Source: an optimization exercise on an open RTL-to-GDS flow (aim: small area, a short achievable clock period and few clock cycles per item). Production flows keep margins and buffers that such runs may drop. In this exercise RTL edits were held to simulation tests only and were not proved equivalent to the original.

==> job 5746 <==
==> flow/design.v <==
package md5_block_engine_pkg;
  localparam logic [31:0] IV_H0 = 32'h67452301;
  localparam logic [31:0] IV_H1 = 32'hefcdab89;
  localparam logic [31:0] IV_H2 = 32'h98badcfe;
  localparam logic [31:0] IV_H3 = 32'h10325476;
endpackage
module md5_block_engine_step (
  input  logic [31:0] q,
  input  logic [31:0] b,
  input  logic [31:0] c,
  input  logic [31:0] d,
  input  logic [3:0]  rsel,
  output logic [31:0] b_new
);
  logic [31:0] f;
  logic [31:0] sum;
  logic [31:0] rot;
  always_comb begin
    case (rsel[3:2])
      2'd0:    f = (b & c) | (~b & d);
      2'd1:    f = (b & d) | (c & ~d);
      2'd2:    f = b ^ c ^ d;
      default: f = c ^ (b | ~d);
    endcase
  end
  assign sum = q + f;
  always_comb begin
    case (rsel)
      4'd0:    rot = {sum[24:0], sum[31:25]};   
      4'd1:    rot = {sum[19:0], sum[31:20]};   
      4'd2:    rot = {sum[14:0], sum[31:15]};   
      4'd3:    rot = {sum[9:0],  sum[31:10]};   
      4'd4:    rot = {sum[26:0], sum[31:27]};   
      4'd5:    rot = {sum[22:0], sum[31:23]};   
      4'd6:    rot = {sum[17:0], sum[31:18]};   
      4'd7:    rot = {sum[11:0], sum[31:12]};   
      4'd8:    rot = {sum[27:0], sum[31:28]};   
      4'd9:    rot = {sum[20:0], sum[31:21]};   
      4'd10:   rot = {sum[15:0], sum[31:16]};   
      4'd11:   rot = {sum[8:0],  sum[31:9]};    
      4'd12:   rot = {sum[25:0], sum[31:26]};   
      4'd13:   rot = {sum[21:0], sum[31:22]};   
      4'd14:   rot = {sum[16:0], sum[31:17]};   
      default: rot = {sum[10:0], sum[31:11]};   
    endcase
  end
  assign b_new = b + rot;
endmodule
import md5_block_engine_pkg::*;
module md5_block_engine (
  input  logic         clk_i,
  input  logic         rst_ni,
  input  logic         init_i,
  input  logic         msg_valid_i,
  output logic         msg_ready_o,
  input  logic [31:0]  msg_i,
  output logic         busy_o,
  output logic         hash_valid_o,
  output logic [127:0] hash_o
);
  function logic [31:0] md5_bswap(input logic [31:0] w);
    md5_bswap = {w[7:0], w[15:8], w[23:16], w[31:24]};
  endfunction
  function logic [31:0] md5_t(input logic [5:0] i);
    case (i)
      6'd0: md5_t = 32'hd76aa478;
      6'd1: md5_t = 32'he8c7b756;
      6'd2: md5_t = 32'h242070db;
      6'd3: md5_t = 32'hc1bdceee;
      6'd4: md5_t = 32'hf57c0faf;
      6'd5: md5_t = 32'h4787c62a;
      6'd6: md5_t = 32'ha8304613;
      6'd7: md5_t = 32'hfd469501;
      6'd8: md5_t = 32'h698098d8;
      6'd9: md5_t = 32'h8b44f7af;
      6'd10: md5_t = 32'hffff5bb1;
      6'd11: md5_t = 32'h895cd7be;
      6'd12: md5_t = 32'h6b901122;
      6'd13: md5_t = 32'hfd987193;
      6'd14: md5_t = 32'ha679438e;
      6'd15: md5_t = 32'h49b40821;
      6'd16: md5_t = 32'hf61e2562;
      6'd17: md5_t = 32'hc040b340;
      6'd18: md5_t = 32'h265e5a51;
      6'd19: md5_t = 32'he9b6c7aa;
      6'd20: md5_t = 32'hd62f105d;
      6'd21: md5_t = 32'h02441453;
      6'd22: md5_t = 32'hd8a1e681;
      6'd23: md5_t = 32'he7d3fbc8;
      6'd24: md5_t = 32'h21e1cde6;
      6'd25: md5_t = 32'hc33707d6;
      6'd26: md5_t = 32'hf4d50d87;
      6'd27: md5_t = 32'h455a14ed;
      6'd28: md5_t = 32'ha9e3e905;
      6'd29: md5_t = 32'hfcefa3f8;
      6'd30: md5_t = 32'h676f02d9;
      6'd31: md5_t = 32'h8d2a4c8a;
      6'd32: md5_t = 32'hfffa3942;
      6'd33: md5_t = 32'h8771f681;
      6'd34: md5_t = 32'h6d9d6122;
      6'd35: md5_t = 32'hfde5380c;
      6'd36: md5_t = 32'ha4beea44;
      6'd37: md5_t = 32'h4bdecfa9;
      6'd38: md5_t = 32'hf6bb4b60;
      6'd39: md5_t = 32'hbebfbc70;
      6'd40: md5_t = 32'h289b7ec6;
      6'd41: md5_t = 32'heaa127fa;
      6'd42: md5_t = 32'hd4ef3085;
      6'd43: md5_t = 32'h04881d05;
      6'd44: md5_t = 32'hd9d4d039;
      6'd45: md5_t = 32'he6db99e5;
      6'd46: md5_t = 32'h1fa27cf8;
      6'd47: md5_t = 32'hc4ac5665;
      6'd48: md5_t = 32'hf4292244;
      6'd49: md5_t = 32'h432aff97;
      6'd50: md5_t = 32'hab9423a7;
      6'd51: md5_t = 32'hfc93a039;
      6'd52: md5_t = 32'h655b59c3;
      6'd53: md5_t = 32'h8f0ccc92;
      6'd54: md5_t = 32'hffeff47d;
      6'd55: md5_t = 32'h85845dd1;
      6'd56: md5_t = 32'h6fa87e4f;
      6'd57: md5_t = 32'hfe2ce6e0;
      6'd58: md5_t = 32'ha3014314;
      6'd59: md5_t = 32'h4e0811a1;
      6'd60: md5_t = 32'hf7537e82;
      6'd61: md5_t = 32'hbd3af235;
      6'd62: md5_t = 32'h2ad7d2bb;
      6'd63: md5_t = 32'heb86d391;
      default: md5_t = 32'h0;
    endcase
  endfunction
  function logic [3:0] md5_pos(input logic [5:0] i);
    case (i[5:4])
      2'd0:    md5_pos = 4'd0;
      2'd1:    md5_pos = 4'd15 - {i[1:0], 2'b00};
      2'd2:    md5_pos = 4'd11 - {i[2:0], 1'b0};
      default: md5_pos = 4'd1 - 4'(i[3:0] * 4'd6);
    endcase
  endfunction
  function logic [31:0] md5_iv_fin(input logic [1:0] k);
    case (k)
      2'd0:    md5_iv_fin = IV_H0;
      2'd1:    md5_iv_fin = IV_H3;
      2'd2:    md5_iv_fin = IV_H2;
      default: md5_iv_fin = IV_H1;
    endcase
  endfunction
  logic [1:0] rst_sync_q;
  logic       rst_n;
  always_ff @(posedge clk_i or negedge rst_ni) begin
    if (!rst_ni) rst_sync_q <= 2'b00;
    else         rst_sync_q <= {rst_sync_q[0], 1'b1};
  end
  assign rst_n = rst_sync_q[1];
  logic        ready_q, busy_q, hash_valid_q;
  logic [3:0]  wcnt_q, rel_q;
  logic        acc_q, init0_q, comp_q;
  logic [5:0]  pidx_q;
  logic        qv_q, bub_q, last4_q;
  logic [3:0]  rsel_q;
  logic        fin_v_q;
  logic [1:0]  fin_i_q;
  logic        blk_iv_q, h_iv_q;
  logic        xfer, first, prep, prep0, iv0, fin, fin_next;
  logic [3:0]  wcnt_d, rel_d;
  logic        comp_d, ready_d;
  assign xfer     = msg_valid_i & ready_q;
  assign first    = (wcnt_q == 4'd0);
  assign prep     = (pidx_q[5:4] == 2'd0) ? acc_q : ~bub_q;
  assign prep0    = acc_q & (pidx_q == 6'd0);
  assign iv0      = init0_q | h_iv_q;
  assign fin      = fin_v_q & (fin_i_q == 2'd3);
  assign fin_next = fin_v_q & (fin_i_q == 2'd2);
  assign wcnt_d = xfer ? wcnt_q + 4'd1 : wcnt_q;
  assign rel_d  = (xfer & first) ? 4'd1 : rel_q + 4'd1;
  assign comp_d = (xfer & first) | (comp_q & ~fin);
  always_comb begin
    if (wcnt_d == 4'd0) ready_d = ~comp_d | fin_next;
    else                ready_d = (rel_d == wcnt_d);
  end
  always_ff @(posedge clk_i or negedge rst_n) begin
    if (!rst_n) begin
      ready_q      <= 1'b0;
      busy_q       <= 1'b0;
      hash_valid_q <= 1'b0;
      wcnt_q       <= 4'd0;
      rel_q        <= 4'd0;
      acc_q        <= 1'b0;
      init0_q      <= 1'b0;
      comp_q       <= 1'b0;
      pidx_q       <= 6'd0;
      qv_q         <= 1'b0;
      bub_q        <= 1'b0;
      last4_q      <= 1'b0;
      rsel_q       <= 4'd0;
      fin_v_q      <= 1'b0;
      fin_i_q      <= 2'd0;
      blk_iv_q     <= 1'b0;
      h_iv_q       <= 1'b1;
    end else begin
      ready_q      <= ready_d;
      busy_q       <= (busy_q & ~fin) | (xfer & (wcnt_q == 4'd15));
      hash_valid_q <= fin;
      wcnt_q       <= wcnt_d;
      rel_q        <= rel_d;
      acc_q        <= xfer;
      init0_q      <= xfer & first & init_i;
      comp_q       <= comp_d;
      qv_q         <= prep;
      bub_q        <= prep & (pidx_q == 6'd47);
      fin_v_q      <= qv_q & last4_q;
      fin_i_q      <= rsel_q[1:0];
      if (prep) begin
        pidx_q  <= pidx_q + 6'd1;
        rsel_q  <= {pidx_q[5:4], pidx_q[1:0]};
        last4_q <= (pidx_q[5:2] == 4'hf);
      end
      if (prep0)  blk_iv_q <= iv0;
      if (fin)    h_iv_q   <= 1'b0;
    end
  end
  assign msg_ready_o  = ready_q;
  assign busy_o       = busy_q;
  assign hash_valid_o = hash_valid_q;
  logic [31:0] ring_q [16];
  always_ff @(posedge clk_i) begin
    ring_q[0] <= xfer ? md5_bswap(msg_i) : ring_q[15];
    for (int k = 1; k < 16; k++) ring_q[k] <= ring_q[k-1];
  end
  logic [3:0]  pos;
  logic [31:0] m_w;
  assign pos = md5_pos(pidx_q);
  always_comb begin
    m_w = 32'h0;
    for (int k = 0; k < 16; k++) begin
      if ((k == 0 || k % 2 == 1) && pos == 4'(k)) m_w = m_w | ring_q[k];
    end
  end
  logic [31:0] a_q, b_q, c_q, d_q, q_q;
  logic [31:0] h_q [4];           
  logic [31:0] a_op, x_w, h_op, h_sum;
  assign a_op = qv_q ? d_q : ((prep0 & iv0) ? IV_H0 : a_q);
  md5_block_engine_step u_step (
    .q     (q_q),
    .b     (b_q),
    .c     (c_q),
    .d     (d_q),
    .rsel  (rsel_q),
    .b_new (x_w)
  );
  assign h_op  = blk_iv_q ? md5_iv_fin(fin_i_q) : h_q[0];
  assign h_sum = h_op + b_q;
  always_ff @(posedge clk_i) begin
    if (prep) q_q <= a_op + m_w + md5_t(pidx_q);
    if (qv_q) begin
      a_q <= d_q;
      b_q <= x_w;
      c_q <= b_q;
      d_q <= c_q;
    end else if (fin) begin
      a_q <= h_q[1];
      b_q <= h_sum;
      c_q <= h_q[3];
      d_q <= h_q[2];
    end else if (prep0 & iv0) begin
      a_q <= IV_H0;
      b_q <= IV_H1;
      c_q <= IV_H2;
      d_q <= IV_H3;
    end
    if (fin_v_q) begin
      h_q[0] <= h_q[1];
      h_q[1] <= h_q[2];
      h_q[2] <= h_q[3];
      h_q[3] <= h_sum;
    end
  end
  assign hash_o = {md5_bswap(h_q[0]), md5_bswap(h_q[3]), md5_bswap(h_q[2]), md5_bswap(h_q[1])};
endmodule
==> flow/run.sh <==
#!/bin/bash
# synth_recipe.tcl (not shown) runs the flow's synth.tcl, then flattens the netlist and writes it again
# the make line also repeats each setting of config.mk as NAME=value (left out here)
make -C /OpenROAD-flow-scripts/flow DESIGN_CONFIG=/design/flow/config.mk WORK_HOME=/design/flow/orfs CLKGATE_MAP_FILE= SYNTH_SCRIPT=/design/flow/synth_recipe.tcl finish
==> flow/config.mk <==
export PLATFORM = sky130hd
export DESIGN_NAME = md5_block_engine
export DESIGN_NICKNAME = md5_block_engine
export VERILOG_FILES = /design/flow/design.v
export SDC_FILE = /design/flow/constraint.sdc
export NUM_CORES = 4
export LEC_CHECK = 0
export CAP_MARGIN = 20
export CORE_MARGIN = 2
export CORE_UTILIZATION = 40
export SLEW_MARGIN = 20
==> flow/constraint.sdc <==
create_clock -name core_clock -period 10.0 [get_ports {clk_i}]
set_input_delay 2.0000 -clock core_clock [delete_from_list [all_inputs] [get_ports {clk_i}]]
set_output_delay 2.0000 -clock core_clock [all_outputs]
set_load 0.01 [all_outputs]
==> job 6945 (differences from job 5746) <==
--- a/flow/design.v
+++ b/flow/design.v
@@ -9,42 +9,52 @@
   input  logic [31:0] b,
   input  logic [31:0] c,
   input  logic [31:0] d,
-  input  logic [3:0]  rsel,
+  input  logic [3:0]  fsel,
+  input  logic [3:0]  rlo,
+  input  logic [4:0]  rhi,
   output logic [31:0] b_new
 );
   logic [31:0] f;
   logic [31:0] sum;
   logic [31:0] rot;
+  assign f = ({32{fsel[0]}} & ((b & c) | (~b & d)))
+           | ({32{fsel[1]}} & ((b & d) | (c & ~d)))
+           | ({32{fsel[2]}} & (b ^ c ^ d))
+           | ({32{fsel[3]}} & (c ^ (b | ~d)));
+  md5_block_engine_add u_add_f (.a(q), .b(f), .s(sum));
+  logic [31:0] rot1;
+  assign rot1 = ({32{rlo[0]}} & sum)
+              | ({32{rlo[1]}} & {sum[30:0], sum[31]})
+              | ({32{rlo[2]}} & {sum[29:0], sum[31:30]})
+              | ({32{rlo[3]}} & {sum[28:0], sum[31:29]});
+  assign rot  = ({32{rhi[0]}} & {rot1[27:0], rot1[31:28]})
+              | ({32{rhi[1]}} & {rot1[23:0], rot1[31:24]})
+              | ({32{rhi[2]}} & {rot1[19:0], rot1[31:20]})
+              | ({32{rhi[3]}} & {rot1[15:0], rot1[31:16]})
+              | ({32{rhi[4]}} & {rot1[11:0], rot1[31:12]});
+  md5_block_engine_add u_add_b (.a(b), .b(rot), .s(b_new));
+endmodule
+module md5_block_engine_add (
+  input  logic [31:0] a,
+  input  logic [31:0] b,
+  output logic [31:0] s
+);
+  logic [31:0] p0, g0, p, g;
+  assign p0 = a ^ b;
+  assign g0 = a & b;
   always_comb begin
-    case (rsel[3:2])
-      2'd0:    f = (b & c) | (~b & d);
-      2'd1:    f = (b & d) | (c & ~d);
-      2'd2:    f = b ^ c ^ d;
-      default: f = c ^ (b | ~d);
-    endcase
-  end
-  assign sum = q + f;
-  always_comb begin
-    case (rsel)
-      4'd0:    rot = {sum[24:0], sum[31:25]};   
-      4'd1:    rot = {sum[19:0], sum[31:20]};   
-      4'd2:    rot = {sum[14:0], sum[31:15]};   
-      4'd3:    rot = {sum[9:0],  sum[31:10]};   
-      4'd4:    rot = {sum[26:0], sum[31:27]};   
-      4'd5:    rot = {sum[22:0], sum[31:23]};   
-      4'd6:    rot = {sum[17:0], sum[31:18]};   
-      4'd7:    rot = {sum[11:0], sum[31:12]};   
-      4'd8:    rot = {sum[27:0], sum[31:28]};   
-      4'd9:    rot = {sum[20:0], sum[31:21]};   
-      4'd10:   rot = {sum[15:0], sum[31:16]};   
-      4'd11:   rot = {sum[8:0],  sum[31:9]};    
-      4'd12:   rot = {sum[25:0], sum[31:26]};   
-      4'd13:   rot = {sum[21:0], sum[31:22]};   
-      4'd14:   rot = {sum[16:0], sum[31:17]};   
-      default: rot = {sum[10:0], sum[31:11]};   
-    endcase
+    g = g0;
+    p = p0;
+    for (int i = 0; i < 5; i++) begin
+      for (int j = 0; j < 32; j++) begin
+        if ((j >> i) % 2 == 1) begin
+          g[j] = g[j] | (p[j] & g[((j >> i) << i) - 1]);
+          p[j] = p[j] & p[((j >> i) << i) - 1];
+        end
+      end
+    end
   end
-  assign b_new = b + rot;
+  assign s = p0 ^ {g[30:0], 1'b0};
 endmodule
 import md5_block_engine_pkg::*;
 module md5_block_engine (
@@ -133,9 +143,29 @@
   function logic [3:0] md5_pos(input logic [5:0] i);
     case (i[5:4])
       2'd0:    md5_pos = 4'd0;
-      2'd1:    md5_pos = 4'd15 - {i[1:0], 2'b00};
-      2'd2:    md5_pos = 4'd11 - {i[2:0], 1'b0};
-      default: md5_pos = 4'd1 - 4'(i[3:0] * 4'd6);
+      2'd1:    md5_pos = 4'd0 - {i[1:0], 2'b00};
+      2'd2:    md5_pos = 4'd12 - {i[2:0], 1'b0};
+      default: md5_pos = 4'd2 - 4'(i[3:0] * 4'd6);
+    endcase
+  endfunction
+  function logic [4:0] md5_s(input logic [3:0] k);
+    case (k)
+      4'd0: md5_s = 5'd7;
+      4'd1: md5_s = 5'd12;
+      4'd2: md5_s = 5'd17;
+      4'd3: md5_s = 5'd22;
+      4'd4: md5_s = 5'd5;
+      4'd5: md5_s = 5'd9;
+      4'd6: md5_s = 5'd14;
+      4'd7: md5_s = 5'd20;
+      4'd8: md5_s = 5'd4;
+      4'd9: md5_s = 5'd11;
+      4'd10: md5_s = 5'd16;
+      4'd11: md5_s = 5'd23;
+      4'd12: md5_s = 5'd6;
+      4'd13: md5_s = 5'd10;
+      4'd14: md5_s = 5'd15;
+      default: md5_s = 5'd21;
     endcase
   endfunction
   function logic [31:0] md5_iv_fin(input logic [1:0] k);
@@ -155,10 +185,14 @@
   assign rst_n = rst_sync_q[1];
   logic        ready_q, busy_q, hash_valid_q;
   logic [3:0]  wcnt_q, rel_q;
+  logic [1:0]  cyc_q;
   logic        acc_q, init0_q, comp_q;
   logic [5:0]  pidx_q;
   logic        qv_q, bub_q, last4_q;
-  logic [3:0]  rsel_q;
+  logic [3:0]  fsel_q;
+  logic [3:0]  rlo_q;
+  logic [4:0]  rhi_q;
+  logic [1:0]  col_q;
   logic        fin_v_q;
   logic [1:0]  fin_i_q;
   logic        blk_iv_q, h_iv_q;
@@ -176,7 +210,7 @@
   assign rel_d  = (xfer & first) ? 4'd1 : rel_q + 4'd1;
   assign comp_d = (xfer & first) | (comp_q & ~fin);
   always_comb begin
-    if (wcnt_d == 4'd0) ready_d = ~comp_d | fin_next;
+    if (wcnt_d == 4'd0) ready_d = (cyc_q == 2'd3) & (~comp_d | fin_next);
     else                ready_d = (rel_d == wcnt_d);
   end
   always_ff @(posedge clk_i or negedge rst_n) begin
@@ -186,6 +220,7 @@
       hash_valid_q <= 1'b0;
       wcnt_q       <= 4'd0;
       rel_q        <= 4'd0;
+      cyc_q        <= 2'd0;
       acc_q        <= 1'b0;
       init0_q      <= 1'b0;
       comp_q       <= 1'b0;
@@ -193,7 +228,6 @@
       qv_q         <= 1'b0;
       bub_q        <= 1'b0;
       last4_q      <= 1'b0;
-      rsel_q       <= 4'd0;
       fin_v_q      <= 1'b0;
       fin_i_q      <= 2'd0;
       blk_iv_q     <= 1'b0;
@@ -204,22 +238,32 @@
       hash_valid_q <= fin;
       wcnt_q       <= wcnt_d;
       rel_q        <= rel_d;
+      cyc_q        <= cyc_q + 2'd1;
       acc_q        <= xfer;
       init0_q      <= xfer & first & init_i;
       comp_q       <= comp_d;
       qv_q         <= prep;
-      bub_q        <= prep & (pidx_q == 6'd47);
+      bub_q        <= prep & ((pidx_q == 6'd15) | (pidx_q == 6'd47));
       fin_v_q      <= qv_q & last4_q;
-      fin_i_q      <= rsel_q[1:0];
+      fin_i_q      <= col_q;
       if (prep) begin
         pidx_q  <= pidx_q + 6'd1;
-        rsel_q  <= {pidx_q[5:4], pidx_q[1:0]};
         last4_q <= (pidx_q[5:2] == 4'hf);
       end
       if (prep0)  blk_iv_q <= iv0;
       if (fin)    h_iv_q   <= 1'b0;
     end
   end
+  logic [4:0] s_w;
+  assign s_w = md5_s({pidx_q[5:4], pidx_q[1:0]});
+  always_ff @(posedge clk_i) begin
+    if (prep) begin
+      fsel_q <= 4'b0001 << pidx_q[5:4];
+      rlo_q  <= 4'b0001 << s_w[1:0];
+      rhi_q  <= 5'b00001 << (s_w[4:2] - 3'd1);
+      col_q  <= pidx_q[1:0];
+    end
+  end
   assign msg_ready_o  = ready_q;
   assign busy_o       = busy_q;
   assign hash_valid_o = hash_valid_q;
@@ -234,25 +278,32 @@
   always_comb begin
     m_w = 32'h0;
     for (int k = 0; k < 16; k++) begin
-      if ((k == 0 || k % 2 == 1) && pos == 4'(k)) m_w = m_w | ring_q[k];
+      if (k % 2 == 0 && pos == 4'(k)) m_w = m_w | ring_q[k];
     end
   end
   logic [31:0] a_q, b_q, c_q, d_q, q_q;
   logic [31:0] h_q [4];           
   logic [31:0] a_op, x_w, h_op, h_sum;
   assign a_op = qv_q ? d_q : ((prep0 & iv0) ? IV_H0 : a_q);
+  logic [31:0] t_w, cs_s, cs_c, q_d;
+  assign t_w  = md5_t(pidx_q);
+  assign cs_s = a_op ^ m_w ^ t_w;
+  assign cs_c = ((a_op & m_w) | (a_op & t_w) | (m_w & t_w)) << 1;
+  md5_block_engine_add u_add_q (.a(cs_s), .b(cs_c), .s(q_d));
   md5_block_engine_step u_step (
     .q     (q_q),
     .b     (b_q),
     .c     (c_q),
     .d     (d_q),
-    .rsel  (rsel_q),
+    .fsel  (fsel_q),
+    .rlo   (rlo_q),
+    .rhi   (rhi_q),
     .b_new (x_w)
   );
   assign h_op  = blk_iv_q ? md5_iv_fin(fin_i_q) : h_q[0];
-  assign h_sum = h_op + b_q;
+  md5_block_engine_add u_add_h (.a(h_op), .b(b_q), .s(h_sum));
   always_ff @(posedge clk_i) begin
-    if (prep) q_q <= a_op + m_w + md5_t(pidx_q);
+    q_q <= q_d;
     if (qv_q) begin
       a_q <= d_q;
       b_q <= x_w;
@@ -269,12 +320,10 @@
       c_q <= IV_H2;
       d_q <= IV_H3;
     end
-    if (fin_v_q) begin
-      h_q[0] <= h_q[1];
-      h_q[1] <= h_q[2];
-      h_q[2] <= h_q[3];
-      h_q[3] <= h_sum;
-    end
+    h_q[0] <= h_q[1];
+    h_q[1] <= h_q[2];
+    h_q[2] <= h_q[3];
+    h_q[3] <= fin_v_q ? h_sum : h_q[0];
   end
   assign hash_o = {md5_bswap(h_q[0]), md5_bswap(h_q[3]), md5_bswap(h_q[2]), md5_bswap(h_q[1])};
 endmodule
--- a/flow/config.mk
+++ b/flow/config.mk
@@ -5,7 +5,10 @@
 export SDC_FILE = /design/flow/constraint.sdc
 export NUM_CORES = 4
 export LEC_CHECK = 0
+export ABC_AREA = 1
 export CAP_MARGIN = 20
 export CORE_MARGIN = 2
 export CORE_UTILIZATION = 40
+export SETUP_SLACK_MARGIN = 5
 export SLEW_MARGIN = 20
+export SYNTH_HIERARCHICAL = 1
==> run summary <==
Of job 5746 and job 6945, job 6945 has the higher cell count (gap about 17%, measured against job 6945).
Of job 6945 and job 5746, job 6945 has the higher utilization (gap 2.3 points).
Between job 6945 and job 5746, the lower sequential share of layout area is in job 6945 (gap 3.9 points).
Of job 6945 and job 5746, job 5746 has the higher global-route usage (gap 3.0 points).
Against job 5746, the wire length of job 6945 is lower by 12%.
Testbench counts of job 5746, summed over its fixed seeds: cycles 34,344, blocks 512.
Testbench counts of job 6945, summed over its fixed seeds: cycles 34,880, blocks 512.

what the ideal ports hide:
The flow's constraints put no driver on any port. The routed layouts listed below were extracted and timed again, unchanged, in two steps. Step 1 assumes that a clkbuf_16 drives the clock port and a buf_2 every other input. Step 2, shift: input delay + t, output delay - t, t = (earliest + latest rising clock arrival at the registers) / 2. This alone moves slack from input paths to output paths. Slacks: no drivers / after step 1 / after step 2; pairs: no drivers / after step 1.
run	t, ns	setup WS [ns]	worst setup path after step 2
job 5746	0.732	1.207 / 1.207 / 1.207	register to register
job 6945	0.739	4.721 / 4.721 / 4.721	register to register
After both steps every run listed still meets setup and hold.
